What follows belongs to an exercise in optimizing a design on an open flow for small area and a short achievable clock period; a production flow would make more cautious choices.
Where RTL was checked, it was by simulation tests only, not by an equivalence proof against the original.
Only the layout flow was run in runs 1 to 3; the RTL was not checked for function there.
No activity file was given, so power comes from the tool's default toggle rates.

==> design/flow/design.v <==
`timescale 1ns / 1ps
package bpcq_pkg;
   localparam int unsigned LEVEL_W  = 8;
   localparam int unsigned TIME_W   = 32;
   localparam int unsigned COUNT_W  = 16;
   localparam int unsigned CSR_IDX_W = 2;
   localparam int unsigned NUM_BUTTONS_DEF = 8;
   localparam int unsigned QUEUE_DEPTH_DEF = 16;
   localparam logic OP_SCAN = 1'b0;
   localparam logic OP_POP  = 1'b1;
   localparam logic [CSR_IDX_W-1:0] CSR_SHORT_TICKS   = 2'd0;
   localparam logic [CSR_IDX_W-1:0] CSR_LONG_TICKS    = 2'd1;
   localparam logic [CSR_IDX_W-1:0] CSR_BEEP_TICKS    = 2'd2;
   localparam logic [CSR_IDX_W-1:0] CSR_GATHER_WINDOW = 2'd3;
   localparam logic [COUNT_W-1:0] SHORT_TICKS_RST   = 16'd5;
   localparam logic [COUNT_W-1:0] LONG_TICKS_RST    = 16'd100;
   localparam logic [COUNT_W-1:0] BEEP_TICKS_RST    = 16'd10;
   localparam logic [COUNT_W-1:0] GATHER_WINDOW_RST = 16'd100;
   typedef struct packed {
      logic               op;
      logic [LEVEL_W-1:0] buttons_high;
      logic [TIME_W-1:0]  now_ms;
   } req_type;
   typedef struct packed {
      logic               beep_start;
      logic               beep_stop;
      logic               event_queued;
      logic               event_dropped;
      logic               pop_valid;
      logic [LEVEL_W-1:0] pop_mask;
      logic               pop_long;
   } rsp_type;
   typedef struct packed {
      logic [COUNT_W-1:0] short_ticks;
      logic [COUNT_W-1:0] long_ticks;
      logic [COUNT_W-1:0] beep_ticks;
      logic [COUNT_W-1:0] gather_window_ms;
   } cfg_type;
   typedef struct packed {
      logic               long_flag;
      logic [LEVEL_W-1:0] mask;
   } entry_type;
   typedef struct packed {
      logic      valid;
      entry_type entry;
   } push_type;
   typedef struct packed {
      logic empty;
      logic full;
   } qstat_type;
   typedef struct packed {
      logic beep_start;
      logic beep_stop;
      logic event_queued;
      logic event_dropped;
   } scan_flags_type;
endpackage
`timescale 1ns / 1ps
module bpcq_lane (
   input  logic        clock,
   input  logic        reset,
   input  logic        scan_en,
   input  logic        lvl,
   input  logic [15:0] short_m1,
   input  logic        short_nz,
   input  logic [15:0] long_ticks,
   output logic        mask,
   output logic        long_f,
   output logic        rose
);
   logic [15:0] hold_ff;
   logic [16:0] inc;
   logic        ge_s, ge_l, eq_s, gt_s;
   bpcq_ge u_ge_s (.a(hold_ff), .nb(~short_m1), .cin(1'b0), .ge(gt_s));
   bpcq_ge u_ge_l (.a(hold_ff), .nb(~long_ticks), .cin(1'b1), .ge(ge_l));
   assign eq_s = (hold_ff == short_m1);
   always_comb begin
      inc    = {1'b0, hold_ff} + 17'd1;
      ge_s   = !short_nz || gt_s;
      mask   = lvl && (ge_s || ge_l);
      long_f = lvl && ge_l;
      rose   = !lvl && short_nz && eq_s;
   end
   always_ff @(posedge clock) begin
      if (reset) begin
         hold_ff <= '0;
      end else if (scan_en) begin
         hold_ff <= lvl ? 16'd0 : (inc[15:0] | {16{inc[16]}});
      end
   end
endmodule
module bpcq_ge (
   input  logic [15:0] a,
   input  logic [15:0] nb,
   input  logic        cin,
   output logic        ge
);
   logic [16:0] c;
   always_comb begin
      c[0] = cin;
      for (int i = 0; i < 16; i++) begin
         c[i+1] = (a[i] & nb[i]) | (a[i] & c[i]) | (nb[i] & c[i]);
      end
      ge = c[16];
   end
endmodule
`timescale 1ns / 1ps
module bpcq_queue (
   input  logic       clock,
   input  logic       reset,
   input  logic [8:0] wr_entry,
   input  logic       push,
   input  logic       pop,
   output logic       empty,
   output logic       full,
   output logic [8:0] last_pop
);
   logic [8:0] mem [0:15];
   logic [3:0] head_ff, tail_ff;
   assign empty = (head_ff == tail_ff);
   assign full  = ((head_ff + 4'd1) == tail_ff);
   always_ff @(posedge clock) begin
      if (reset) begin
         head_ff <= '0;
         tail_ff <= '0;
      end else begin
         if (push) head_ff <= head_ff + 4'd1;
         if (pop && !empty) tail_ff <= tail_ff + 4'd1;
      end
   end
   always_ff @(posedge clock) begin
      mem[head_ff] <= wr_entry;
   end
   assign last_pop = mem[tail_ff - 4'd1];
endmodule
`timescale 1ns / 1ps
module button_press_classifier_queue_unit (
   input  logic        clock,
   input  logic        reset,
   input  logic        req_valid,
   output logic        req_stall,
   input  logic [40:0] req_payload_bits,
   output logic        rsp_valid,
   input  logic        rsp_stall,
   output logic [13:0] rsp_payload_bits,
   input  logic        csr_valid,
   output logic        csr_ready,
   input  logic [1:0]  csr_index,
   input  logic [15:0] csr_wdata
);
   logic        op;
   logic [7:0]  lvl;
   logic [31:0] now;
   assign op  = req_payload_bits[40];
   assign lvl = req_payload_bits[39:32];
   assign now = req_payload_bits[31:0];
   logic rsp_valid_ff, req_fire, scan_en, pop_en;
   assign req_stall = rsp_valid_ff && rsp_stall;
   assign req_fire  = req_valid && !req_stall;
   assign scan_en   = req_fire && !op;
   assign pop_en    = req_fire && op;
   assign csr_ready = 1'b1;
   assign rsp_valid = rsp_valid_ff;
   always_ff @(posedge clock) begin
      if (reset) rsp_valid_ff <= 1'b0;
      else       rsp_valid_ff <= req_fire || (rsp_valid_ff && rsp_stall);
   end
   logic [15:0] short_ff, long_ff, beep_t_ff, win_ff;
   always_ff @(posedge clock) begin
      if (reset) begin
         short_ff  <= 16'd5;
         long_ff   <= 16'd100;
         beep_t_ff <= 16'd10;
         win_ff    <= 16'd100;
      end else if (csr_valid) begin
         case (csr_index)
            2'd0: short_ff  <= csr_wdata;
            2'd1: long_ff   <= csr_wdata;
            2'd2: beep_t_ff <= csr_wdata;
            default: win_ff <= csr_wdata;
         endcase
      end
   end
   logic [15:0] short_m1;
   logic        short_nz;
   logic [7:0]  mask, long_v, rose;
   assign short_m1 = short_ff - 16'd1;
   assign short_nz = (short_ff != 16'd0);
   for (genvar i = 0; i < 8; i++) begin : g_lane
      bpcq_lane u_lane (
         .clock      (clock),
         .reset      (reset),
         .scan_en    (scan_en),
         .lvl        (lvl[i]),
         .short_m1   (short_m1),
         .short_nz   (short_nz),
         .long_ticks (long_ff),
         .mask       (mask[i]),
         .long_f     (long_v[i]),
         .rose       (rose[i])
      );
   end
   logic [15:0] beep_ff;
   logic        beep_le1, start, beep_stop;
   assign beep_le1  = (beep_ff[15:1] == 15'd0);
   assign beep_stop = (beep_ff == 16'd1);
   assign start     = beep_le1 && (rose != 8'd0);
   logic [7:0]  pmask_ff, mm;
   logic        plong_ff, lm, fire, quiet;
   logic [31:0] last_ff, quiet_ms;
   logic        empty, full;
   assign mm       = pmask_ff | mask;
   assign lm       = plong_ff | (long_v != 8'd0);
   assign quiet_ms = now - last_ff;
   assign quiet    = (quiet_ms >= {16'd0, win_ff});
   assign fire     = (mask != 8'd0) ? (win_ff == 16'd0)
                                    : ((pmask_ff != 8'd0) && quiet);
   always_ff @(posedge clock) begin
      if (reset) begin
         beep_ff  <= '0;
         pmask_ff <= '0;
         plong_ff <= 1'b0;
         last_ff  <= '0;
      end else if (scan_en) begin
         beep_ff  <= start ? beep_t_ff : (beep_le1 ? 16'd0 : beep_ff - 16'd1);
         pmask_ff <= fire ? 8'd0 : mm;
         plong_ff <= fire ? 1'b0 : lm;
         if (mask != 8'd0) last_ff <= now;
      end
   end
   logic [8:0] last_pop;
   bpcq_queue u_queue (
      .clock    (clock),
      .reset    (reset),
      .wr_entry ({lm, mm}),
      .push     (scan_en && fire && !full),
      .pop      (pop_en),
      .empty    (empty),
      .full     (full),
      .last_pop (last_pop)
   );
   logic bs_ff, bp_ff, eq_ff, ed_ff, pv_ff;
   always_ff @(posedge clock) begin
      if (!req_stall) begin
         bs_ff <= !op && start;
         bp_ff <= !op && beep_stop;
         eq_ff <= !op && fire && !full;
         ed_ff <= !op && fire && full;
         pv_ff <= op && !empty;
      end
   end
   assign rsp_payload_bits = {bs_ff, bp_ff, eq_ff, ed_ff, pv_ff,
                              pv_ff ? {last_pop[7:0], last_pop[8]} : 9'd0};
endmodule
==> design/flow/run.sh <==
#!/bin/bash
# synth_recipe.tcl (not shown) runs the flow's synth.tcl, then flattens the netlist and writes it again
# the make line also repeats each setting of config.mk as NAME=value (left out here)
make -C /OpenROAD-flow-scripts/flow DESIGN_CONFIG=/design/flow/config.mk WORK_HOME=/design/flow/orfs CLKGATE_MAP_FILE= SYNTH_SCRIPT=/design/flow/synth_recipe.tcl finish
==> design/flow/config.mk <==
export PLATFORM = sky130hd
export DESIGN_NAME = button_press_classifier_queue_unit
export DESIGN_NICKNAME = button_press_classifier_queue_unit
export VERILOG_FILES = /design/flow/design.v
export SDC_FILE = /design/flow/constraint.sdc
export NUM_CORES = 4
export LEC_CHECK = 0
export CAP_MARGIN = 20
export CORE_MARGIN = 2
export CORE_UTILIZATION = 40
export SLEW_MARGIN = 20
==> design/flow/constraint.sdc <==
create_clock -name core_clock -period 10.5 [get_ports {clock}]
set_input_delay 2.1000 -clock core_clock [delete_from_list [all_inputs] [get_ports {clock}]]
set_output_delay 2.1000 -clock core_clock [all_outputs]
set_load 0.01 [all_outputs]
==> results.toml, run 1 <==
[global_routing]
grt_usage_pct = 23.6
grt_pass1_wl_um = 126000
overflow = 0
antenna_found_initial = 4
grt_max_degree = 88
grt_pass1_vias = 22700

[place]
hpwl_um = 54400
placed_area_um2 = 27400
io_buffers = 79
gp_congestion = 0.931

[logic_synthesis]
async_flop_share_pct = 0
yosys_warnings = 4
synth_edf_count = 149
synth_area_leaders = "dfxtp_1, edfxtp_1, ha_1"
syn_nets = 3296
synth_cell_type_count = 94
seq_area_frac_synth_pct = 37.1
syn_inst = 3047
yosysTopAreaCell = "dfxtp_1"
synth.top_cell.area_share_pct = 19.9
ys_ff_latch = 407
netlist_area_um2 = 26000
ys.flop_type = "dfxtp_1"
syn_avg_cell_area_um2 = 8.54

[timing]
rsz0062_at_grt = "false"
worst_pin_slew_ps = 1060
fin_crit_ps = 6660
finalSetupTns_ps = 0
final_hold_viol_count = 0
drv_slew = 0
timing.final.crit_share_pct = 63.4
clock_skew_ps = 32.1
relSlewSlack_pct = 28.7
setup_violations = 0
fmax_ghz = 0.150

[clocking]
cts_setup_buffers = 0
clkSinkCount = 407
cts_made_buffers = 46
cts.path.max_buffers = 3
hold_buffers = 0
htree_levels = 2
clock-root-buffer = "clkbuf_16"
clk_latency_ps = 630
clk_pin_slew_ps = 60
cts_tree = "yes"
cts_resized = 0

[route]
drcViolationCount = 0
vias_per_cell = 6.13
dr.first_iter.drc_count = 1953
ant_nets = 0
first_pass_iters = 6
totalWireLength_um = 81400
routedWlPerCell_um = 20.9
dr_total_vias = 23900

[min_path]
min_path_cells = 2
hold_start = "beep_t_ff[6]"
hp-class = "reg -> reg"
worstHoldEndpoint = "beep_t_ff[6]"

[floorplanning]
core_area_um2 = 64300
initial_core_util_pct = 40.4
fp.dieH_um = 259
pin_count = 81
dieArea_um2 = 67100
fp.dieW_um = 259
core.rowCount = 93

[pwr]
power_leakage_uw = 0.0104
power_density_nw_per_um2 = 133
vdd.ir_drop.worst_mv = 0.122

[setup_path]
crit_fanout = 6
crit_slowest_cell = "clkdlybuf4s50_1"
critPathRequiredTime_ps = 11000
crit_buf_inv = 3
rr_startpoint = "short_ff[0]"
cp_top_family = "compound AO/OA/AOI/OAI gates"
r2r_cells = 20
critPathCaptureType = "flop"
arrival_ps = 7160
start_kind = "primary input"
path_class = "in -> reg"
r2r-end = "last_ff[22]"
critPathMostFrequentCell = "a21oi_1"
r2r_setup_slack_ps = 4810
max_stage_delay_ps = 420

[layout]
final_nets = 3258
area_growth_pct = 11.7
drive_above_1_share_pct = 7.32
fin_area_um2 = 29100

[flow_run]
maxCapViolCount = 0

[outcome]
status = "complete, no violations"
==> metrics by stage <==
stage	utilization, %	power (uW)	hold slack (ps)	setup WS, ps	std cells
6_report	45.2	3860	456	3840	3904
5_1_grt	45.2	4000	480	3370	3903
4_1_cts	45.1	3890	455	3920	3901
3_5_place_dp	42.6	2180	447	3300	3815
3_3_place_gp	42.6	2170	447	3360	3815
2_1_floorplan	-	2020	437	4270	3047
==> Yosys cell counts (all sizes together), types with 79 or more instances <==
master  count
nor3      147
nand2     262
clkbuf    162
nor2      301
ha        184
o21ai      87
a31oi      79
inv       143
edfxtp    149
nand3      80
a21oi     349
dfxtp     258
==> registers in the layout, indices dropped and copies added (netlist names) <==
name                   count
u_queue.mem              144
g_lane.u_lane.hold_ff    128
last_ff                   32
beep_ff                   16
beep_t_ff                 16
long_ff                   16
short_ff                  16
win_ff                    16
pmask_ff                   8
u_queue.head_ff            4
u_queue.tail_ff            4
bp_ff                      1
bs_ff                      1
ed_ff                      1
eq_ff                      1
plong_ff                   1
pv_ff                      1
rsp_valid_ff               1
==> placed cells by master (no fill, tap or decap), types with 25 or more instances in the layout <==
cell / n
a21oi_1: 342
xnor2_1: 28
nor2_1: 299
clkdlybuf4s50_1: 78
edfxtp_1: 149
dfxtp_1: 257
nor2b_1: 49
nor3_1: 143
o22ai_1: 47
a211oi_1: 38
nand3_1: 80
nand2_1: 262
inv_1: 143
maj3_1: 25
a31oi_1: 79
clkbuf_16: 46
buf_4: 32
and3_1: 51
nor4_1: 27
nand4_1: 44
mux4_2: 36
nand2b_1: 56
o21ai_0: 84
ha_1: 184
==> worst reg2reg max path: stages (launching register included) <==
cell and delay [ps]:
dfxtp_1 960, inv_1 150, ha_1 320, nor2b_1 200
nand4b_1 150, xor2_2 70, buf_4 250, ha_1 250
nor2_1 160, nand2_1 120, nor3_1 180, o21ai_0 110
o31ai_1 80, nor3_1 90, o21ai_0 840, and4bb_1 360
nand3b_4 390, and2_1 300, buf_4 250, a21oi_1 250
nor2_1 60
==> per-layer routing <==
metal	routed length (um)	vias up	GRT usage [%]	share of wire, %
met3	6020	221	4.34	7.4
met2	37100	980	37.9	46
met1	34800	11500	31.0	43
li1	-	11200	-	-
met4	3470	2	10.6	4.3
met5	15	-	0	0.018
==> layout make-up <==
cell class                      instances  area [um^2]
Antenna cell                            2         5.00
Inverter                              147          552
Tap cell                              855         1070
Multi-Input combinational cell       2295        15100
Sequential cell                       407         9640
Clock inverter                         20          268
Timing Repair Buffer                  112         1050
Clock buffer                           66         1340
Fill cell                            6109        35300
==> power by group <==
group	switching [uW]	internal [uW]
logic	299	180
registers	28.3	1650
clock network	715	995
total	1040	2820
==> kinds of logic after synthesis <==
kind of cell | count (synthesis) | synth area share, %
and+or+nand+nor | 1133 | 21.4
AOI/OAI and AO/OA | 847 | 20.9
DFF | 407 | 37.1
buffers and inverters | 345 | 5.21
adders and majority gates | 210 | 9.89
xor gates and xnor gates | 60 | 2.02
muxes | 44 | 3.49
other | 1 | 0.0144
==> worst max path at each step <==
stage,from,to,slack (ps),cells after the start
2_1_floorplan,req_payload_bits[0],u_queue.head_ff[3],4270,26
3_3_place_gp,req_payload_bits[0],u_queue.head_ff[3],3360,27
3_5_place_dp,req_payload_bits[0],u_queue.head_ff[3],3300,27
4_1_cts,req_payload_bits[0],u_queue.head_ff[3],3920,27
5_1_grt,req_payload_bits[0],u_queue.head_ff[3],3370,27
6_report,req_payload_bits[0],u_queue.head_ff[3],3840,27
==> run 2, diff against run 1 <==
--- a/design/flow/config.mk
+++ b/design/flow/config.mk
@@ -5,7 +5,9 @@
 export SDC_FILE = /design/flow/constraint.sdc
 export NUM_CORES = 4
 export LEC_CHECK = 0
+export ABC_CLOCK_PERIOD_IN_PS = 4500
 export CAP_MARGIN = 20
 export CORE_MARGIN = 2
 export CORE_UTILIZATION = 40
+export SETUP_SLACK_MARGIN = 5
 export SLEW_MARGIN = 20
==> run 2 against run 1 <==
- hold slack about the same
- register-to-register slack improved by 410 ps
- count of clock-buffer cells in the layout decreased by 3
- non-clock buffer count increased by 24
- final area increased by 1.8%
- clock skew decreased by 1.4 ps
- combinational power increased by 6.7%
==> results.toml, run 2 <==
[outcome]
status = "complete, no violations"

[timing]
clock_skew_ps = 30.8
timing.final.crit_share_pct = 53.6
drv_slew = 0
worst_pin_slew_ps = 1010
rsz0062_at_grt = "true"
final_hold_viol_count = 0
relSlewSlack_pct = 32.4
finalSetupTns_ps = 0
fmax_ghz = 0.178
hold_ws_ps = 456
setup_violations = 0
fin_crit_ps = 5630

[flow_run]
maxCapViolCount = 0

[clocking]
clk_pin_slew_ps = 60
cts_tree = "yes"
hold_buffers = 0
clk_latency_ps = 620
clock-root-buffer = "clkbuf_16"
cts.path.max_buffers = 3
cts_made_buffers = 45
htree_levels = 2
clkSinkCount = 407

[logic_synthesis]
synth_cell_type_count = 94
synth_xor_area_share_pct = 2.02
yosysMostFrequentCell = "a21oi_1"
netlist_area_um2 = 26000
synthMuxAreaShare_pct = 3.49
seq_area_frac_synth_pct = 37.1
synth_edf_count = 149
synth_area_leaders = "dfxtp_1, edfxtp_1, ha_1"
synth.top_cell.area_share_pct = 19.9
synthAdderAreaFrac_pct = 9.89
ys_ff_latch = 407
synth_top_family_by_area = "simple AND/OR/NAND/NOR gates"
syn_inst = 3047
synth.top_cells.by_count = "a21oi_1, nor2_1, nand2_1"
yosysTopAreaCell = "dfxtp_1"
async_flop_share_pct = 0
yosys_warnings = 4
ys.flop_type = "dfxtp_1"
synth_compound_area_share_pct = 20.9
syn_nets = 3296
syn_avg_cell_area_um2 = 8.54
yosys.area_share.simple_pct = 21.4

[layout]
top_register = "u_queue.mem"
final_nets = 3282
seq_area_um2 = 9640
area_growth_pct = 13.8
reg_top3 = "u_queue.mem (144), g_lane.u_lane.hold_ff (128), last_ff (32)"
nFillCells = 6120
mostFrequentLayoutCells = "a21oi_1, nor2_1, nand2_1"
drive_above_1_share_pct = 9.58
layout_commonest_cell = "a21oi_1"
fin_cells = 3925
multi_input_area_um2 = 15500
final_util_pct = 46.0
largest_register_ffs = 144

[setup_path]
path_class = "in -> reg"
critPathCaptureType = "flop"
cp_top_family = "compound AO/OA/AOI/OAI gates"
crit_buf_inv = 3
max_stage_delay_ps = 390
crit_slowest_cell = "fa_2"
crit_fanout = 6
critPathRequiredTime_ps = 11010
start_kind = "primary input"
arrival_ps = 6140

[pwr]
power_density_nw_per_um2 = 130
vdd.ir_drop.worst_mv = 0.104
power_leakage_uw = 0.0106

[global_routing]
grt_max_degree = 98
grt_pass1_vias = 22800
grt_usage_pct = 23.9
overflow = 0
antenna_found_initial = 1
grt_pass1_wl_um = 128000

[floorplanning]
fp.dieW_um = 259
core.rowCount = 93
dieArea_um2 = 67100
core_area_um2 = 64300
fp.dieH_um = 259
pin_count = 81
initial_core_util_pct = 40.4

[route]
ant_nets = 0
dr.first_iter.drc_count = 2149
vias_per_cell = 6.11
dr_total_vias = 24000
totalWireLength_um = 82600
routedWlPerCell_um = 21.0
first_pass_iters = 7
drcViolationCount = 0

[place]
hpwl_um = 54500
dpl.cell_count = 3823
io_buffers = 79
gp_congestion = 0.902

[min_path]
hp-class = "reg -> reg"
==> run 2: changes by cell type in the layout (fill, tap and decap cells not counted), moves of 4 or more <==
cell             change
buf_4               +21
clkdlybuf4s50_1      -9
o21ai_0              -6
nor3_2               +4
ha_4                +12
ha_1                -13
a21oi_2             +10
nor3_1               -4
a21oi_1             -10
dlymetal6s2s_1       +6
==> run 2: timing repair <==
action | 4_1_cts | 5_1_grt
gates resized for setup | 33 | 40
setup endpoints to repair | 25 | 25
gates cloned | 1 | 0
pin swaps | 31 | 27
setup buffers | 7 | 9
==> run 2: power breakdown <==
group          leakage [uW]  total [uW]  internal [uW]  switching, uW
registers           0.00351        1670           1650           24.5
logic               0.00633         511            196            315
clock network      0.000765        1670            964            703
total                0.0106        3850           2800           1040
==> run 2: cell families (layout without fill, tap and decap cells) <==
family                     count (synthesis)  in the layout
buffers and inverters                    345            366
AOI/OAI and AO/OA                        847            848
and+or+nand+nor                         1133           1133
muxes                                     44             44
xor gates and xnor gates                  60             60
other                                      1              2
adders and majority gates                210            210
DFF                                      407            407
==> run 2: per-layer routing <==
metal  share of wire, %  up-vias  GRT usage [%]  wire length [um]
met5                  0        -              0                 0
met1                 44    11600           32.1             36200
li1                   -    11300              -                 -
met2                 45      895           38.5             37400
met4                3.7        0           9.28              3080
met3                7.2      175           3.71              5910
==> run 2: worst register-to-register path, delay by kind of cell (launching register included) <==
family                     cells  cell delay, ps
DFF                            1             300
AOI/OAI and AO/OA              4            1180
xor gates and xnor gates       1             170
adders and majority gates      2             530
and+or+nand+nor               10            2130
buffers and inverters          4             820
==> run 2: layout make-up <==
class                      instances  area share [%]
inverter                         147            1.91
multi-input combinational       2296            52.3
sequential                       407            32.6
timing repair buffer             136            4.29
tap                              855            3.61
clock inverter                    20           0.888
antenna                            1         0.00845
clock buffer                      63            4.45
==> run 2: path summary, 6_finish.rpt <==
| path | startpoint | to | slack (ps) | depth (start not counted) |
|---|---|---|---|---|
| max reg2reg | short_ff[0] | last_ff[9] | 5220 | 21 |
| min reg2reg | beep_t_ff[8] | beep_t_ff[8] | 460 | 2 |
| min | beep_t_ff[8] | beep_t_ff[8] | 460 | 2 |
| max | req_payload_bits[0] | u_queue.head_ff[3] | 4870 | 27 |
==> run 2: per-stage QoR <==
step                power, uW  setup WS (ps)  cell area (um^2)
detailed placement       2180           3570             27500
CTS                      3860           4780             29300
floorplan                2020           4700             26100
global route             3980           4690             29600
global placement         2170           3660             27500
finish                   3850           4870             29600
==> run 3, diff against run 2 <==
--- a/design/flow/design.v
+++ b/design/flow/design.v
@@ -102,6 +102,38 @@
          c[i+1] = (a[i] & nb[i]) | (a[i] & c[i]) | (nb[i] & c[i]);
       end
       ge = c[16];
+   end
+endmodule
+module bpcq_cout #(
+   parameter int N = 16
+) (
+   input  logic [N-1:0] x,
+   input  logic [N-1:0] y,
+   input  logic         cin,
+   output logic         cout
+);
+   logic g, p;
+   bpcq_gp #(.N(N)) u_gp (.x(x), .y(y), .g(g), .p(p));
+   assign cout = g | (p & cin);
+endmodule
+module bpcq_gp #(
+   parameter int N = 16
+) (
+   input  logic [N-1:0] x,
+   input  logic [N-1:0] y,
+   output logic         g,
+   output logic         p
+);
+   if (N == 1) begin : g_leaf
+      assign g = x[0] & y[0];
+      assign p = x[0] | y[0];
+   end else begin : g_node
+      localparam int L = N / 2;
+      logic gl, pl, gh, ph;
+      bpcq_gp #(.N(L))     u_lo (.x(x[L-1:0]), .y(y[L-1:0]), .g(gl), .p(pl));
+      bpcq_gp #(.N(N - L)) u_hi (.x(x[N-1:L]), .y(y[N-1:L]), .g(gh), .p(ph));
+      assign g = gh | (ph & gl);
+      assign p = ph & pl;
    end
 endmodule
 `timescale 1ns / 1ps
@@ -207,12 +239,24 @@
    assign start     = beep_le1 && (rose != 8'd0);
    logic [7:0]  pmask_ff, mm;
    logic        plong_ff, lm, fire, quiet;
-   logic [31:0] last_ff, quiet_ms;
+   logic [31:0] last_ff;
    logic        empty, full;
    assign mm       = pmask_ff | mask;
    assign lm       = plong_ff | (long_v != 8'd0);
-   assign quiet_ms = now - last_ff;
-   assign quiet    = (quiet_ms >= {16'd0, win_ff});
+   logic [31:0] csa_a, csa_b, csa_c, csa_s, csa_k;
+   logic        ge_nl, c32, t32, t33;
+   always_comb begin
+      csa_a = now;
+      csa_b = ~last_ff;
+      csa_c = {16'hFFFF, ~win_ff};
+      csa_s = csa_a ^ csa_b ^ csa_c;
+      csa_k = (csa_a & csa_b) | (csa_a & csa_c) | (csa_b & csa_c);
+   end
+   bpcq_cout #(.N(31)) u_c32 (.x(csa_s[31:1]), .y(csa_k[30:0]), .cin(1'b1), .cout(c32));
+   bpcq_cout #(.N(32)) u_nl  (.x(now), .y(~last_ff), .cin(1'b1), .cout(ge_nl));
+   assign t32   = csa_k[31] ^ c32;
+   assign t33   = csa_k[31] & c32;
+   assign quiet = ge_nl ? t33 : t32;
    assign fire     = (mask != 8'd0) ? (win_ff == 16'd0)
                                     : ((pmask_ff != 8'd0) && quiet);
    always_ff @(posedge clock) begin
==> run 3 against run 2 <==
- register-to-register slack lost 40 ps
- non-clock buffer count shrank 25
- hold slack is essentially flat
- setup slack gained 69 ps
- clock skew grew 21 ps
- via count shrank 4.0%
- clock power grew 9.6%
- global-route usage shrank 0.70 points
- critical path type unchanged
- highest routed layer unchanged
==> results.toml, run 3 <==
[clocking]
clock-root-buffer = "clkbuf_16"
clk_pin_slew_ps = 60
cts_tree = "yes"
htree_levels = 2
clk_latency_ps = 620
hold_buffers = 0
clkSinkCount = 407
cts.path.max_buffers = 3
cts_made_buffers = 47

[timing]
final_hold_viol_count = 0
rsz0062_at_grt = "true"
fmax_ghz = 0.180
fin_crit_ps = 5560
timing.final.crit_share_pct = 53.0
relSlewSlack_pct = 30.3
clock_skew_ps = 51.5
drv_slew = 0
setup_violations = 0
finalSetupTns_ps = 0
worst_pin_slew_ps = 1040

[logic_synthesis]
synth.top_cells.by_count = "nor2_1, dfxtp_1, a21oi_1"
ys_ff_latch = 407
syn_nets = 3250
yosys_warnings = 4
synth_edf_count = 149
yosysMostFrequentCell = "nor2_1"
netlist_area_um2 = 25900
syn_inst = 2970
ys.flop_type = "dfxtp_1"
synth_area_leaders = "dfxtp_1, edfxtp_1, ha_1"
synth.top_cell.area_share_pct = 19.9
yosysTopAreaCell = "dfxtp_1"
syn_avg_cell_area_um2 = 8.74
async_flop_share_pct = 0
seq_area_frac_synth_pct = 37.2
synth_cell_type_count = 93

[layout]
fin_area_um2 = 29300
drive_above_1_share_pct = 7.44
reg_top3 = "u_queue.mem (144), g_lane.u_lane.hold_ff (128), last_ff (32)"
final_nets = 3224
area_growth_pct = 12.9
layout_commonest_cell = "nor2_1"
top_register = "u_queue.mem"
largest_register_ffs = 144
mostFrequentLayoutCells = "nor2_1, dfxtp_1, a21oi_1"

[setup_path]
crit_fanout = 5
critPathRequiredTime_ps = 11000
path_class = "in -> reg"
arrival_ps = 6060
critPathCaptureType = "flop"
start_kind = "primary input"

[floorplanning]
pin_count = 81
dieArea_um2 = 66900
fp.dieH_um = 259
core_area_um2 = 64200
core.rowCount = 93
fp.dieW_um = 259
initial_core_util_pct = 40.4

[route]
drcViolationCount = 0
dr.first_iter.drc_count = 2461
first_pass_iters = 6
routedWlPerCell_um = 20.6
totalWireLength_um = 79000
dr_total_vias = 23000
ant_nets = 0
vias_per_cell = 5.99

[global_routing]
grt_pass1_vias = 22100
overflow = 0
antenna_found_initial = 2
grt_max_degree = 95
grt_pass1_wl_um = 124000
grt_usage_pct = 23.2

[pwr]
vdd.ir_drop.worst_mv = 0.124
power_leakage_uw = 0.0106
power_density_nw_per_um2 = 133

[place]
hpwl_um = 54100
io_buffers = 79
placed_area_um2 = 27400
gp_congestion = 0.938

[outcome]
status = "complete, no violations"

[min_path]
hp-class = "reg -> reg"

[flow_run]
maxCapViolCount = 0
run 3: cell types whose count changed after synthesis, sizes merged, moves of 12 or more:
cell,delta
mux2i,+27
ha,+17
nand2,-16
nor2,+26
nor2b,-14
inv,+26
maj3,+22
fa,+14
o221a,-17
o21a,-12
xnor2,-19
a21oi,-92
run 3: worst max-delay path, cell delays in order:
cell and delay [ps]:
buf_8 90, inv_8 30, fa_1 490, inv_2 50
a21oi_2 130, a2bb2oi_2 60, maj3_2 290, maj3_2 300
maj3_2 290, maj3_2 310, o221ai_2 60, nand3_1 110
a31oi_1 160, o211ai_1 140, ha_1 330, nand2_2 70
mux2i_4 190, nand3_4 140, o41ai_2 360, mux2_1 340
run 3: repair_timing:
item,CTS,global route
endpoints found under the setup margin,16,54
cloned,0,0
gates resized for setup,17,11
pin swaps,9,8
setup buffers,1,0
run 3: cell type report:
class                           instances  area, um^2
Fill cell                            6152       34900
Multi-Input combinational cell       2203       15100
Sequential cell                       407        9640
Clock buffer                           66        1370
Tap cell                              855        1070
Timing Repair Buffer                  111        1030
Inverter                              174         661
Clock inverter                         22         394
Antenna cell                            2        5.00
run 3: cells by family (layout without fill, tap and decap cells):
| logic type | Yosys count | after routing | share of synthesized area, % |
|---|---|---|---|
| simple gates | 1122 | 1122 | 21.2 |
| compound gates | 709 | 709 | 17.9 |
| flops | 407 | 407 | 37.2 |
| buf+inv | 360 | 373 | 5.31 |
| fa+ha+maj | 263 | 263 | 12.7 |
| mux | 74 | 74 | 4.61 |
| xor+xnor | 34 | 34 | 1.18 |
| other cells | 1 | 3 | 0.0145 |
run 3: worst paths after layout:
path,slack [ps],startpoint,depth (start not counted),endpoint
hold reg to reg,460,beep_t_ff[4],2,beep_t_ff[4]
setup reg to reg,5180,short_ff[2],15,u_queue.head_ff[3]
setup / recovery,4940,req_payload_bits[2],20,u_queue.head_ff[3]
hold / removal,460,beep_t_ff[4],2,beep_t_ff[4]
run 3: metal layers:
layer	up-vias	GRT usage, %	wire length [um]
met1	11000	30.8	34000
met3	212	2.99	5320
li1	10900	-	-
met2	937	38.0	36100
met4	0	10.0	3570
met5	-	0	0
run 3: power by group:
part | internal, uW | switching [uW]
registers | 1650 | 26.4
clock network | 1120 | 713
logic | 147 | 244
total | 2910 | 983
run 3: metrics by stage:
step                      setup slack [ps]  utilization, %  hold slack, ps  cells  power [uW]
after global routing                  4800            45.6             474   3840        4030
after detailed placement              3680            42.7             448   3748        2090
final                                 4940            45.6             456   3840        3900
after floorplan                       4690               -             437   2970        1950
after global placement                3660            42.7             443   3748        2080
after CTS                             4930            45.5             456   3837        3930
==> run 4, diff against run 3 <==
--- a/design/flow/design.v
+++ b/design/flow/design.v
@@ -61,47 +61,37 @@
    input  logic        reset,
    input  logic        scan_en,
    input  logic        lvl,
-   input  logic [15:0] short_m1,
+   input  logic [15:0] nsm1,
    input  logic        short_nz,
-   input  logic [15:0] long_ticks,
+   input  logic [15:0] nlong,
    output logic        mask,
    output logic        long_f,
    output logic        rose
 );
-   logic [15:0] hold_ff;
-   logic [16:0] inc;
-   logic        ge_s, ge_l, eq_s, gt_s;
-   bpcq_ge u_ge_s (.a(hold_ff), .nb(~short_m1), .cin(1'b0), .ge(gt_s));
-   bpcq_ge u_ge_l (.a(hold_ff), .nb(~long_ticks), .cin(1'b1), .ge(ge_l));
-   assign eq_s = (hold_ff == short_m1);
+   logic [15:0] hold_ff, hold_in;
+   logic [16:0] c;
+   logic        g_s, p_s, g_l, p_l, ge_s, ge_l, eq_s;
+   bpcq_gp #(.N(16)) u_cmp_s (.x(hold_ff), .y(nsm1),  .g(g_s), .p(p_s));
+   bpcq_gp #(.N(16)) u_cmp_l (.x(hold_ff), .y(nlong), .g(g_l), .p(p_l));
    always_comb begin
-      inc    = {1'b0, hold_ff} + 17'd1;
-      ge_s   = !short_nz || gt_s;
+      ge_s   = !short_nz || g_s;
+      eq_s   = p_s && !g_s;
+      ge_l   = g_l || p_l;
       mask   = lvl && (ge_s || ge_l);
       long_f = lvl && ge_l;
       rose   = !lvl && short_nz && eq_s;
+      c[0] = 1'b1;
+      for (int i = 0; i < 16; i++) begin
+         c[i+1]     = c[i] & hold_ff[i];
+         hold_in[i] = (hold_ff[i] ^ c[i]) | c[16];
+      end
    end
    always_ff @(posedge clock) begin
       if (reset) begin
          hold_ff <= '0;
       end else if (scan_en) begin
-         hold_ff <= lvl ? 16'd0 : (inc[15:0] | {16{inc[16]}});
-      end
-   end
-endmodule
-module bpcq_ge (
-   input  logic [15:0] a,
-   input  logic [15:0] nb,
-   input  logic        cin,
-   output logic        ge
-);
-   logic [16:0] c;
-   always_comb begin
-      c[0] = cin;
-      for (int i = 0; i < 16; i++) begin
-         c[i+1] = (a[i] & nb[i]) | (a[i] & c[i]) | (nb[i] & c[i]);
-      end
-      ge = c[16];
+         hold_ff <= lvl ? 16'd0 : hold_in;
+      end
    end
 endmodule
 module bpcq_cout #(
@@ -197,39 +187,37 @@
       if (reset) rsp_valid_ff <= 1'b0;
       else       rsp_valid_ff <= req_fire || (rsp_valid_ff && rsp_stall);
    end
-   logic [15:0] short_ff, long_ff, beep_t_ff, win_ff;
-   always_ff @(posedge clock) begin
-      if (reset) begin
-         short_ff  <= 16'd5;
-         long_ff   <= 16'd100;
+   logic [15:0] nsm1_ff, nlong_ff, beep_t_ff, nwin_ff;
+   always_ff @(posedge clock) begin
+      if (reset) begin
+         nsm1_ff   <= -16'd5;
+         nlong_ff  <= ~16'd100;
          beep_t_ff <= 16'd10;
-         win_ff    <= 16'd100;
+         nwin_ff   <= ~16'd100;
       end else if (csr_valid) begin
          case (csr_index)
-            2'd0: short_ff  <= csr_wdata;
-            2'd1: long_ff   <= csr_wdata;
+            2'd0: nsm1_ff   <= -csr_wdata;
+            2'd1: nlong_ff  <= ~csr_wdata;
             2'd2: beep_t_ff <= csr_wdata;
-            default: win_ff <= csr_wdata;
+            default: nwin_ff <= ~csr_wdata;
          endcase
       end
    end
-   logic [15:0] short_m1;
    logic        short_nz;
    logic [7:0]  mask, long_v, rose;
-   assign short_m1 = short_ff - 16'd1;
-   assign short_nz = (short_ff != 16'd0);
+   assign short_nz = (nsm1_ff != 16'd0);
    for (genvar i = 0; i < 8; i++) begin : g_lane
       bpcq_lane u_lane (
-         .clock      (clock),
-         .reset      (reset),
-         .scan_en    (scan_en),
-         .lvl        (lvl[i]),
-         .short_m1   (short_m1),
-         .short_nz   (short_nz),
-         .long_ticks (long_ff),
-         .mask       (mask[i]),
-         .long_f     (long_v[i]),
-         .rose       (rose[i])
+         .clock    (clock),
+         .reset    (reset),
+         .scan_en  (scan_en),
+         .lvl      (lvl[i]),
+         .nsm1     (nsm1_ff),
+         .short_nz (short_nz),
+         .nlong    (nlong_ff),
+         .mask     (mask[i]),
+         .long_f   (long_v[i]),
+         .rose     (rose[i])
       );
    end
    logic [15:0] beep_ff;
@@ -241,14 +229,14 @@
    logic        plong_ff, lm, fire, quiet;
    logic [31:0] last_ff;
    logic        empty, full;
-   assign mm       = pmask_ff | mask;
-   assign lm       = plong_ff | (long_v != 8'd0);
+   assign mm = pmask_ff | mask;
+   assign lm = plong_ff | (long_v != 8'd0);
    logic [31:0] csa_a, csa_b, csa_c, csa_s, csa_k;
    logic        ge_nl, c32, t32, t33;
    always_comb begin
       csa_a = now;
       csa_b = ~last_ff;
-      csa_c = {16'hFFFF, ~win_ff};
+      csa_c = {16'hFFFF, nwin_ff};
       csa_s = csa_a ^ csa_b ^ csa_c;
       csa_k = (csa_a & csa_b) | (csa_a & csa_c) | (csa_b & csa_c);
    end
@@ -257,8 +245,8 @@
    assign t32   = csa_k[31] ^ c32;
    assign t33   = csa_k[31] & c32;
    assign quiet = ge_nl ? t33 : t32;
-   assign fire     = (mask != 8'd0) ? (win_ff == 16'd0)
-                                    : ((pmask_ff != 8'd0) && quiet);
+   assign fire = (mask != 8'd0) ? (nwin_ff == 16'hFFFF)
+                                : ((pmask_ff != 8'd0) && quiet);
    always_ff @(posedge clock) begin
       if (reset) begin
          beep_ff  <= '0;
--- a/design/flow/config.mk
+++ b/design/flow/config.mk
@@ -9,5 +9,8 @@
 export CAP_MARGIN = 20
 export CORE_MARGIN = 2
 export CORE_UTILIZATION = 40
+export CTS_BUF_LIST = sky130_fd_sc_hd__clkbuf_8
+export CTS_CLUSTER_DIAMETER = 50
+export CTS_CLUSTER_SIZE = 16
 export SETUP_SLACK_MARGIN = 5
 export SLEW_MARGIN = 20
==> run 4 against run 3 <==
- still clean
- setup slack better by 130 ps
- hold slack better by 8.2 ps
- global-route usage down 1.0 points
- sequential share of layout area up 4.3 points
- synthesized area down 11%
- count of clock-buffer cells in the layout down 16
- utilization down 0.42 points
- critical endpoint is now req_stall
- largest power group is now registers
==> results.toml, run 4 <==
[outcome]
status = "complete, no violations"

[timing]
setup_slack_ps = 5070
fin_crit_ps = 5430
relSlewSlack_pct = 21.5
drv_slew = 0
setup_violations = 0
clock_skew_ps = 34.6
hold_ws_ps = 464
worst_pin_slew_ps = 1170
final_hold_viol_count = 0
fmax_ghz = 0.184
finalSetupTns_ps = 0
timing.final.crit_share_pct = 51.7
rsz0062_at_grt = "true"

[logic_synthesis]
ys.flop_type = "dfxtp_1"
synth.top_cells.by_count = "nor2_1, dfxtp_1, nand2_1"
yosys_warnings = 3
synth.top_cell.area_share_pct = 22.3
ys_ff_latch = 407
synth_cell_type_count = 80
yosysMostFrequentCell = "nor2_1"
yosysTopAreaCell = "dfxtp_1"
netlist_area_um2 = 23100
async_flop_share_pct = 0
syn_avg_cell_area_um2 = 9.12
syn_inst = 2534
synth_area_leaders = "dfxtp_1, edfxtp_1, ha_1"
synth_edf_count = 149
syn_nets = 2809
seq_area_frac_synth_pct = 41.7

[setup_path]
critPathCaptureType = "primary output"
crit_fanout = 8
path_class = "in -> out"
critPathRequiredTime_ps = 8400
cp_top_family = "buffers and inverters"
crit_slowest_cell = "clkdlybuf4s50_1"
arrival_ps = 3330
crit_buf_inv = 3
crit_chain = "clkdlybuf4s50_1 > nand2_4 > inv_1 > clkdlybuf4s50_1"
max_stage_delay_ps = 540
critPathMostFrequentCell = "clkdlybuf4s50_1"
start_kind = "primary input"

[layout]
largest_register_ffs = 144
fin_cells = 3342
reg_top3 = "u_queue.mem (144), g_lane.u_lane.hold_ff (128), last_ff (32)"
mostFrequentLayoutCells = "nor2_1, dfxtp_1, nand2_1"
drive_above_1_share_pct = 8.85
layout_commonest_cell = "nor2_1"
area_growth_pct = 12.1
top_register = "u_queue.mem"
final_nets = 2813

[clocking]
clk_pin_slew_ps = 100
cts.path.max_buffers = 3
htree_levels = 2
hold_buffers = 0
cts_tree = "yes"
clk_latency_ps = 680
clock-root-buffer = "clkbuf_8"
cts_made_buffers = 47
clkSinkCount = 407

[min_path]
hp-class = "reg -> reg"

[global_routing]
grt_pass1_vias = 18700
grt_usage_pct = 22.2
grt_max_degree = 79
overflow = 0
antenna_found_initial = 2
grt_pass1_wl_um = 105000

[pwr]
power.internal_uw = 2480
vdd.ir_drop.worst_mv = 0.102
switching_share_pct = 32.1
clockPowerShare_pct = 33.4
power_density_nw_per_um2 = 141
power_frac_seq_pct = 49.3
switchingPower_uw = 1170
power_leakage_uw = 0.0103
comb_power_share_pct = 17.3

[floorplanning]
core.rowCount = 88
pin_count = 81
fp.dieW_um = 244
core_area_um2 = 57400
fp.dieH_um = 244
dieArea_um2 = 59700
initial_core_util_pct = 40.3

[flow_run]
maxCapViolCount = 0

[place]
gp_congestion = 0.895
place_ws_ps = 4160
dpl.cell_count = 3239
io_buffers = 79
hpwl_um = 43700

[route]
ant_nets = 0
dr.first_iter.drc_count = 1576
totalWireLength_um = 67600
dr_total_vias = 19900
routedWlPerCell_um = 20.2
vias_per_cell = 5.95
drcViolationCount = 0
first_pass_iters = 6
run 4: path summary, 6_finish.rpt:
check / start / end / slack, ps / cells after the start
worst min register to register: beep_t_ff[13] / beep_t_ff[13] / 460 / 2
worst max register to register: nsm1_ff[12] / eq_ff / 5850 / 12
worst max-delay path: rsp_stall / req_stall / 5070 / 4
worst min-delay path: beep_t_ff[13] / beep_t_ff[13] / 460 / 2
run 4: cells by family after synthesis:
kind of cell	count (synthesis)	share of synthesized area, %
AO/OA/AOI/OAI	690	19.8
multiplexers	44	3.87
XOR/XNOR	31	1.17
adder cells (fa/ha/maj)	216	12.1
flip-flops	407	41.7
buffers and inverters	275	4.60
other	1	0.0162
AND/OR/NAND/NOR	870	16.7
run 4: power by group through the flow:
stage	clock, uW	combinational [uW]	sequential, uW
after detailed placement	0	615	1840
after global placement	0	598	1830
after global routing	1310	698	1810
final	1220	633	1800
after floorplan	0	427	1810
after CTS	1250	622	1800
run 4: layer usage:
metal	wire (um)	vias to the layer above	GRT usage [%]
li1	-	9370	-
met1	29400	9543	29.7
met2	30700	778	36.0
met3	4910	178	3.27
met4	2650	2	8.97
met5	9	-	0
run 4: layout make-up:
type	count	area (um^2)
repair buffers	132	1310
well taps	765	957
diodes	1	2.50
fillers	5468	31400
clock inverters	37	375
clock buffers	50	688
multi-input cells	1852	12600
flip-flops and latches	407	9640
inverters	98	368
run 4: per-stage QoR:
| step | instance area, um^2 | power [uW] | utilization (%) |
|---|---|---|---|
| floorplan | 23100 | 2240 | - |
| global placement | 24500 | 2430 | 42.7 |
| detailed placement | 24500 | 2450 | 42.7 |
| CTS | 25700 | 3670 | 44.9 |
| global route | 25900 | 3820 | 45.2 |
| finish | 25900 | 3660 | 45.2 |
run 4: what timing repair did:
item                       CTS  global route
resized for setup           21            19
pin swaps                    3             6
setup buffers                0            11
setup endpoints to repair   24            24
cloned                       3             0
run 4: worst register-to-register path, stage by stage, from the launching register on:
cell	delay [ps]
dfxtp_1	320
buf_4	370
nor4_1	110
and4_1	420
a311oi_1	360
o21ai_1	170
o41ai_2	900
o2111ai_1	420
nor4_4	300
buf_4	400
mux2i_2	410
nor2_1	60
and2_1	160
==> run 5, diff against run 4 <==
--- a/design/flow/config.mk
+++ b/design/flow/config.mk
@@ -9,8 +9,5 @@
 export CAP_MARGIN = 20
 export CORE_MARGIN = 2
 export CORE_UTILIZATION = 40
-export CTS_BUF_LIST = sky130_fd_sc_hd__clkbuf_8
-export CTS_CLUSTER_DIAMETER = 50
-export CTS_CLUSTER_SIZE = 16
 export SETUP_SLACK_MARGIN = 5
 export SLEW_MARGIN = 20
==> run 5 against run 4 <==
- setup slack gained 0.93 ps
- largest power group unchanged
- non-clock buffer count fell by 10
- critical path depth stayed put
- cell count decreased by 0.42%
- final area grew 1.3%
- global-route usage fell by 0.23 points
- synthesized cell count is the same
- flip-flop and latch count stayed put
- count of clock-buffer cells in the layout up 7
- sequential power about the same
- register-to-register slack improved by 30 ps
- critical path type unchanged
==> results.toml, run 5 <==
[layout]
final_util_pct = 45.7
largest_register_ffs = 144
final_nets = 2802
nFillCells = 5416
layout_commonest_cell = "nor2_1"
drive_above_1_share_pct = 8.15
mostFrequentLayoutCells = "nor2_1, dfxtp_1, nand2_1"
fin_cells = 3328
top_register = "u_queue.mem"
area_growth_pct = 13.5
diodes = 0
reg_top3 = "u_queue.mem (144), g_lane.u_lane.hold_ff (128), last_ff (32)"

[pwr]
power_frac_seq_pct = 44.8
switchingPower_uw = 1150
power_leakage_uw = 0.0104
comb_power_share_pct = 15.7
vdd.ir_drop.worst_mv = 0.117
totalPowerFinal_uw = 4030
clockPowerShare_pct = 39.5
switching_share_pct = 28.6
power.internal_uw = 2880
power_density_nw_per_um2 = 154

[clocking]
clkSinkCount = 407
hold_buffers = 0
cts.path.max_buffers = 3
htree_levels = 2
cts_tree = "yes"
clock-root-buffer = "clkbuf_16"
cts_made_buffers = 46
clk_latency_ps = 590
clk_pin_slew_ps = 60

[logic_synthesis]
synth.top_cells.by_count = "nor2_1, dfxtp_1, nand2_1"
synth.top_cell.area_share_pct = 22.3
seq_area_frac_synth_pct = 41.7
synth_cell_type_count = 80
netlist_area_um2 = 23100
synth_edf_count = 149
ys.flop_type = "dfxtp_1"
async_flop_share_pct = 0
syn_avg_cell_area_um2 = 9.12
ys_ff_latch = 407
syn_inst = 2534
synth_area_leaders = "dfxtp_1, edfxtp_1, ha_1"
yosys_warnings = 3
yosysMostFrequentCell = "nor2_1"
syn_nets = 2809
yosysTopAreaCell = "dfxtp_1"

[place]
hpwl_um = 43700
io_buffers = 79
place_ws_ps = 4160
dpl.cell_count = 3239
gp_congestion = 0.895

[setup_path]
max_stage_delay_ps = 540
crit_chain = "clkdlybuf4s50_1 > nand2_4 > inv_1 > clkdlybuf4s50_1"
rr_startpoint = "nsm1_ff[4]"
path_class = "in -> out"
crit_buf_inv = 3
critPathMostFrequentCell = "clkdlybuf4s50_1"
critPathCaptureType = "primary output"
start_kind = "primary input"
crit_fanout = 8
crit_slowest_cell = "clkdlybuf4s50_1"
r2r-end = "eq_ff"
arrival_ps = 3330
cp_top_family = "buffers and inverters"
critPathRequiredTime_ps = 8400
r2r_setup_slack_ps = 5880
r2r_cells = 12

[timing]
setup_slack_ps = 5070
clock_skew_ps = 15.9
drv_slew = 0
setup_violations = 0
timing.final.crit_share_pct = 51.7
fin_crit_ps = 5430
final_hold_viol_count = 0
worst_pin_slew_ps = 1160
relSlewSlack_pct = 22.9
finalSetupTns_ps = 0
rsz0062_at_grt = "false"
fmax_ghz = 0.184

[route]
dr.first_iter.drc_count = 1537
routedWlPerCell_um = 20.3
drcViolationCount = 0
ant_nets = 0
vias_per_cell = 5.94
first_pass_iters = 6
totalWireLength_um = 67700
dr_total_vias = 19800

[outcome]
status = "complete, no violations"

[min_path]
min_path_cells = 2
hold_start = "beep_t_ff[13]"
hp-class = "reg -> reg"
worstHoldEndpoint = "beep_t_ff[13]"

[floorplanning]
core.rowCount = 88
core_area_um2 = 57400
initial_core_util_pct = 40.3
dieArea_um2 = 59700
fp.dieH_um = 244
pin_count = 81
fp.dieW_um = 244

[global_routing]
overflow = 0
grt_usage_pct = 22.0
grt_pass1_wl_um = 104000
grt_max_degree = 79
grt_pass1_vias = 18700
antenna_found_initial = 0

[flow_run]
maxCapViolCount = 0
[run 5: cell counts after synthesis]
Identical to the previous run, type by type.
[run 5: tightest hold or removal path: stages (launching register included)]
cell and delay, ps:
dfxtp_1 310, nand2_1 50, a21oi_1 50
[run 5: area by class of cell]
class,instances,area [um^2],share of cell area (%)
clock buffer,57,1240,4.73
clock inverter,27,256,0.977
inverter,98,368,1.40
multi-input combinational,1852,12600,48.0
sequential,407,9640,36.7
tap,765,957,3.65
timing repair buffer,122,1190,4.55
[run 5: metrics by stage]
stage	hold WS [ps]	area, um^2
finish	458	26200
floorplan	436	23100
global placement	448	24500
global route	478	26200
CTS	460	26100
detailed placement	452	24500
[run 5: kinds of logic (layout without fill, tap and decap cells)]
group | after synthesis | after routing | share of synthesized area (%)
simple gates | 870 | 870 | 16.7
compound gates | 690 | 690 | 19.8
fa+ha+maj | 216 | 216 | 12.1
other cells | 1 | 1 | 0.0162
xor+xnor | 31 | 31 | 1.17
buf+inv | 275 | 304 | 4.60
mux | 44 | 44 | 3.87
flops | 407 | 407 | 41.7
[run 5: worst max-delay path by stage]
stage               cells after the start             endpoint  slack, ps            startpoint
floorplan                              16   u_queue.head_ff[3]       5170   req_payload_bits[2]
global placement                       18                eq_ff       4180  req_payload_bits[15]
detailed placement                     17   u_queue.head_ff[2]       4160   req_payload_bits[2]
CTS                                     9  rsp_payload_bits[6]       4980    u_queue.tail_ff[0]
global route                           16   u_queue.head_ff[2]       4950   req_payload_bits[8]
finish                                  4            req_stall       5070             rsp_stall
[run 5: metal layers]
layer	GRT usage (%)	vias to the layer above	share of wire, %
li1	-	9349	-
met1	29.7	9502	44
met2	35.7	764	45
met3	2.92	169	6.6
met4	8.59	0	3.9
met5	0	-	0
[run 5: repair_timing]
item / 4_1_cts / 5_1_grt
cloned: 0 / 3
setup endpoints to repair: 24 / 24
pin swaps: 4 / 9
buffers inserted: 0 / 1
resized for setup: 30 / 16
[run 5: power groups by stage]
stage | Combinational (uW) | Clock, uW | Sequential, uW
after floorplan | 427 | 0 | 1810
after global placement | 598 | 0 | 1830
after detailed placement | 615 | 0 | 1840
after CTS | 620 | 1620 | 1800
after global routing | 698 | 1680 | 1810
final | 634 | 1590 | 1810
==> run 6, diff against run 5 <==
==> design/flow/flow/run.sh (new file) <==
#!/bin/bash
# Own layout flow: the standard ORFS layout (standard.sh, unchanged
# synthesis) with two layout knobs changed on make's command line:
#  - the setup repair margin, so that repair_timing works towards the
#    period the design can reach rather than stopping 5 ns short of 10.5 ns;
#  - the port buffer cell, a plain buffer instead of the delay buffer that
#    buffer_ports picks by default. Every port is still buffered.
# The full make output goes to run_flow.log in the work folder; ORFS's own
# per-step logs stay under orfs/logs.
set -euo pipefail
MARGIN=${OWN_SETUP_MARGIN:-6.0}
bash standard.sh \
  "SETUP_SLACK_MARGIN=${MARGIN}" \
  "BUFFER_PORTS_ARGS=-buffer_cell sky130_fd_sc_hd__buf_2" \
  finish > run_flow.log 2>&1
==> design/flow/standard.sh (new file) <==
#!/bin/bash
# synth_recipe.tcl (not shown) runs the flow's synth.tcl, then flattens the netlist and writes it again
# the make line also repeats each setting of config.mk as NAME=value (left out here)
make -C /OpenROAD-flow-scripts/flow DESIGN_CONFIG=/design/flow/config.mk WORK_HOME=/design/flow/orfs CLKGATE_MAP_FILE= SYNTH_SCRIPT=/design/flow/synth_recipe.tcl "${@:-finish}"
removed: design/flow/run.sh
==> run 6 against run 5 <==
- power barely moved
- die area did not move
- flip-flop and latch count did not move
- hold slack improved by 2.5 ps
- global-route usage rose by 0.60 points
- sequential power barely moved
- final area rose by 1.5%
- critical path type is now in -> reg
- largest cell class unchanged
==> results.toml, run 6 <==
[timing]
rsz0062_at_grt = "true"
timing.final.crit_share_pct = 49.0
drv_slew = 0
finalSetupTns_ps = 0
relSlewSlack_pct = 29.7
clock_skew_ps = 38.8
final_hold_viol_count = 0
fin_crit_ps = 5150
fmax_ghz = 0.194
setup_slack_ps = 5350
setup_violations = 0
worst_pin_slew_ps = 1050

[min_path]
worstHoldEndpoint = "beep_t_ff[9]"
min_path_cells = 2
hold_start = "beep_t_ff[9]"
hp-class = "reg -> reg"

[setup_path]
arrival_ps = 5640
critPathRequiredTime_ps = 11000
critPathCaptureType = "flop"
start_kind = "primary input"
crit_fanout = 3
r2r_cells = 13
r2r-end = "eq_ff"
r2r_setup_slack_ps = 6130
rr_startpoint = "nsm1_ff[15]"
path_class = "in -> reg"

[pwr]
power_frac_seq_pct = 44.5
switching_share_pct = 29.0
switchingPower_uw = 1170
power.internal_uw = 2860
power_leakage_uw = 0.0106
power_density_nw_per_um2 = 151
vdd.ir_drop.worst_mv = 0.122
comb_power_share_pct = 16.3
clockPowerShare_pct = 39.2

[clocking]
hold_buffers = 0
clkSinkCount = 407
clk_latency_ps = 620
cts_made_buffers = 46
clk_pin_slew_ps = 60
clock-root-buffer = "clkbuf_16"
cts.path.max_buffers = 3
htree_levels = 2
cts_tree = "yes"

[layout]
fin_cells = 3369
layout_commonest_cell = "nor2_1"
drive_above_1_share_pct = 13.7
final_nets = 2841
fin_area_um2 = 26600
largest_register_ffs = 144
reg_top3 = "u_queue.mem (144), g_lane.u_lane.hold_ff (128), last_ff (32)"
mostFrequentLayoutCells = "nor2_1, dfxtp_1, nand2_1"
top_register = "u_queue.mem"
area_growth_pct = 15.2
nFillCells = 5366

[route]
dr.first_iter.drc_count = 1639
drcViolationCount = 0
vias_per_cell = 5.87
first_pass_iters = 6
dr_total_vias = 19800
totalWireLength_um = 68400
routedWlPerCell_um = 20.3
ant_nets = 0

[floorplanning]
dieArea_um2 = 59700
core_area_um2 = 57400
fp.dieW_um = 244
core.rowCount = 88
pin_count = 81
fp.dieH_um = 244
initial_core_util_pct = 40.3

[global_routing]
grt_max_degree = 99
antenna_found_initial = 4
grt_pass1_wl_um = 106000
grt_pass1_vias = 19000
overflow = 0
grt_usage_pct = 22.6

[logic_synthesis]
synth_cell_type_count = 80
yosys_warnings = 3
seq_area_frac_synth_pct = 41.7
yosysTopAreaCell = "dfxtp_1"
synth_edf_count = 149
syn_inst = 2534
syn_avg_cell_area_um2 = 9.12
synth.top_cells.by_count = "nor2_1, dfxtp_1, nand2_1"
async_flop_share_pct = 0
netlist_area_um2 = 23100
synth.top_cell.area_share_pct = 22.3
yosysMostFrequentCell = "nor2_1"
ys_ff_latch = 407
syn_nets = 2809
ys.flop_type = "dfxtp_1"
synth_area_leaders = "dfxtp_1, edfxtp_1, ha_1"

[place]
io_buffers = 79
dpl.cell_count = 3247
gp_congestion = 0.865
hpwl_um = 43900
place_ws_ps = 4420
placed_area_um2 = 24200

[outcome]
status = "complete, no violations"

[flow_run]
maxCapViolCount = 0
run 6: cell counts after synthesis:
Identical to the previous run, type by type.
run 6: power groups by stage:
stage	sequential, uW	clock (uW)	combinational (uW)
6_report	1800	1580	656
5_1_grt	1810	1680	724
4_1_cts	1800	1610	634
3_5_place_dp	1830	0	612
3_3_place_gp	1830	0	595
2_1_floorplan	1810	0	430
run 6: how the worst max path moves through the flow:
stage,from,endpoint,slack [ps],cells past startpoint
final,req_payload_bits[2],u_queue.head_ff[3],5350,17
after global routing,req_payload_bits[2],u_queue.head_ff[3],5250,17
after CTS,req_payload_bits[8],u_queue.head_ff[3],5440,16
after detailed placement,req_payload_bits[15],plong_ff,4420,18
after global placement,req_payload_bits[15],eq_ff,4390,18
after floorplan,req_payload_bits[2],u_queue.head_ff[3],5330,16
run 6: cell families after synthesis:
kind of cell / synth area share (%)
buf+inv: 4.60
flops: 41.7
simple gates: 16.7
compound gates: 19.8
fa+ha+maj: 12.1
other cells: 0.0162
mux: 3.87
xor+xnor: 1.17
run 6: routing by layer:
layer  wire length, um  GRT usage, %  vias up
met5                 0             0        -
met4              1980          8.05        0
met3              4440          3.16      131
met2             32100          37.5      710
met1             29800          30.0     9516
li1                  -             -     9427
run 6: stage by stage:
stage	hold WS, ps	util, %	power, uW
2_1_floorplan	436	-	2240
3_3_place_gp	451	42.1	2420
3_5_place_dp	451	42.2	2440
4_1_cts	463	46.0	4040
5_1_grt	477	46.4	4210
6_report	460	46.4	4030
run 6: final cells by class:
type | instances | area, um^2 | share of cell area (%)
Inverter | 98 | 370 | 1.39
Multi-Input combinational cell | 1853 | 12800 | 48.0
Tap cell | 765 | 957 | 3.59
Timing Repair Buffer | 160 | 1400 | 5.24
Antenna cell | 4 | 10.0 | 0.0376
Clock buffer | 60 | 1240 | 4.68
Clock inverter | 22 | 220 | 0.827
Sequential cell | 407 | 9650 | 36.2
run 6: what timing repair did:
item,4_1_cts,5_1_grt
cloned,9,0
gates resized for setup,70,41
pin swaps,41,20
buffers inserted,21,5
endpoints found under the setup margin,53,57
run 6: worst max-delay path, cell delays in order:
cell and delay (ps):
buf_8 100, fa_1 500, a21oi_2 180, a21oi_2 70, maj3_2 360, a2111oi_4 390, o31ai_2 130, o21ai_1 120
nand2_1 90, a211oi_2 250, o41ai_2 100, ha_2 340, nand2_2 60, mux2i_4 180, nand3_2 160, a21oi_2 180
mux2_2 340

==> what the ideal ports hide <==
No port has a modelled driver above. Below, the same layouts with a new extraction and two added sets of constraints.
Step 1 sets driving cells, clkbuf_16 on the clock port and buf_2 on the other inputs (assumed; they add their load-dependent delay and slew).
Step 2 times the ports against the registers' clock, not the clock port: input delays grow and output delays shrink by t, the midpoint of the rising clock arrivals with the driver on.
Slacks: ideal ports / drivers / drivers and shift; pairs: ideal ports / drivers.
run | t, ns | slack for setup (ns) | worst setup path after step 2
run 1 | 0.671 | 3.840 / 3.870 / 3.199 | input to register
run 2 | 0.659 | 4.870 / 4.877 / 4.217 | input to register
run 3 | 0.661 | 4.938 / 4.952 / 4.291 | input to register
run 4 | 0.724 | 5.068 / 5.041 / 4.409 | input to register
run 5 | 0.637 | 5.069 / 5.040 / 4.565 | input to register
run 6 | 0.655 | 5.352 / 5.372 / 4.717 | input to register
After both steps setup and hold are still met in every run listed. The setup slack of run 4, which loses most, moves by -0.027 ns with the drivers and by -0.659 ns with both steps.
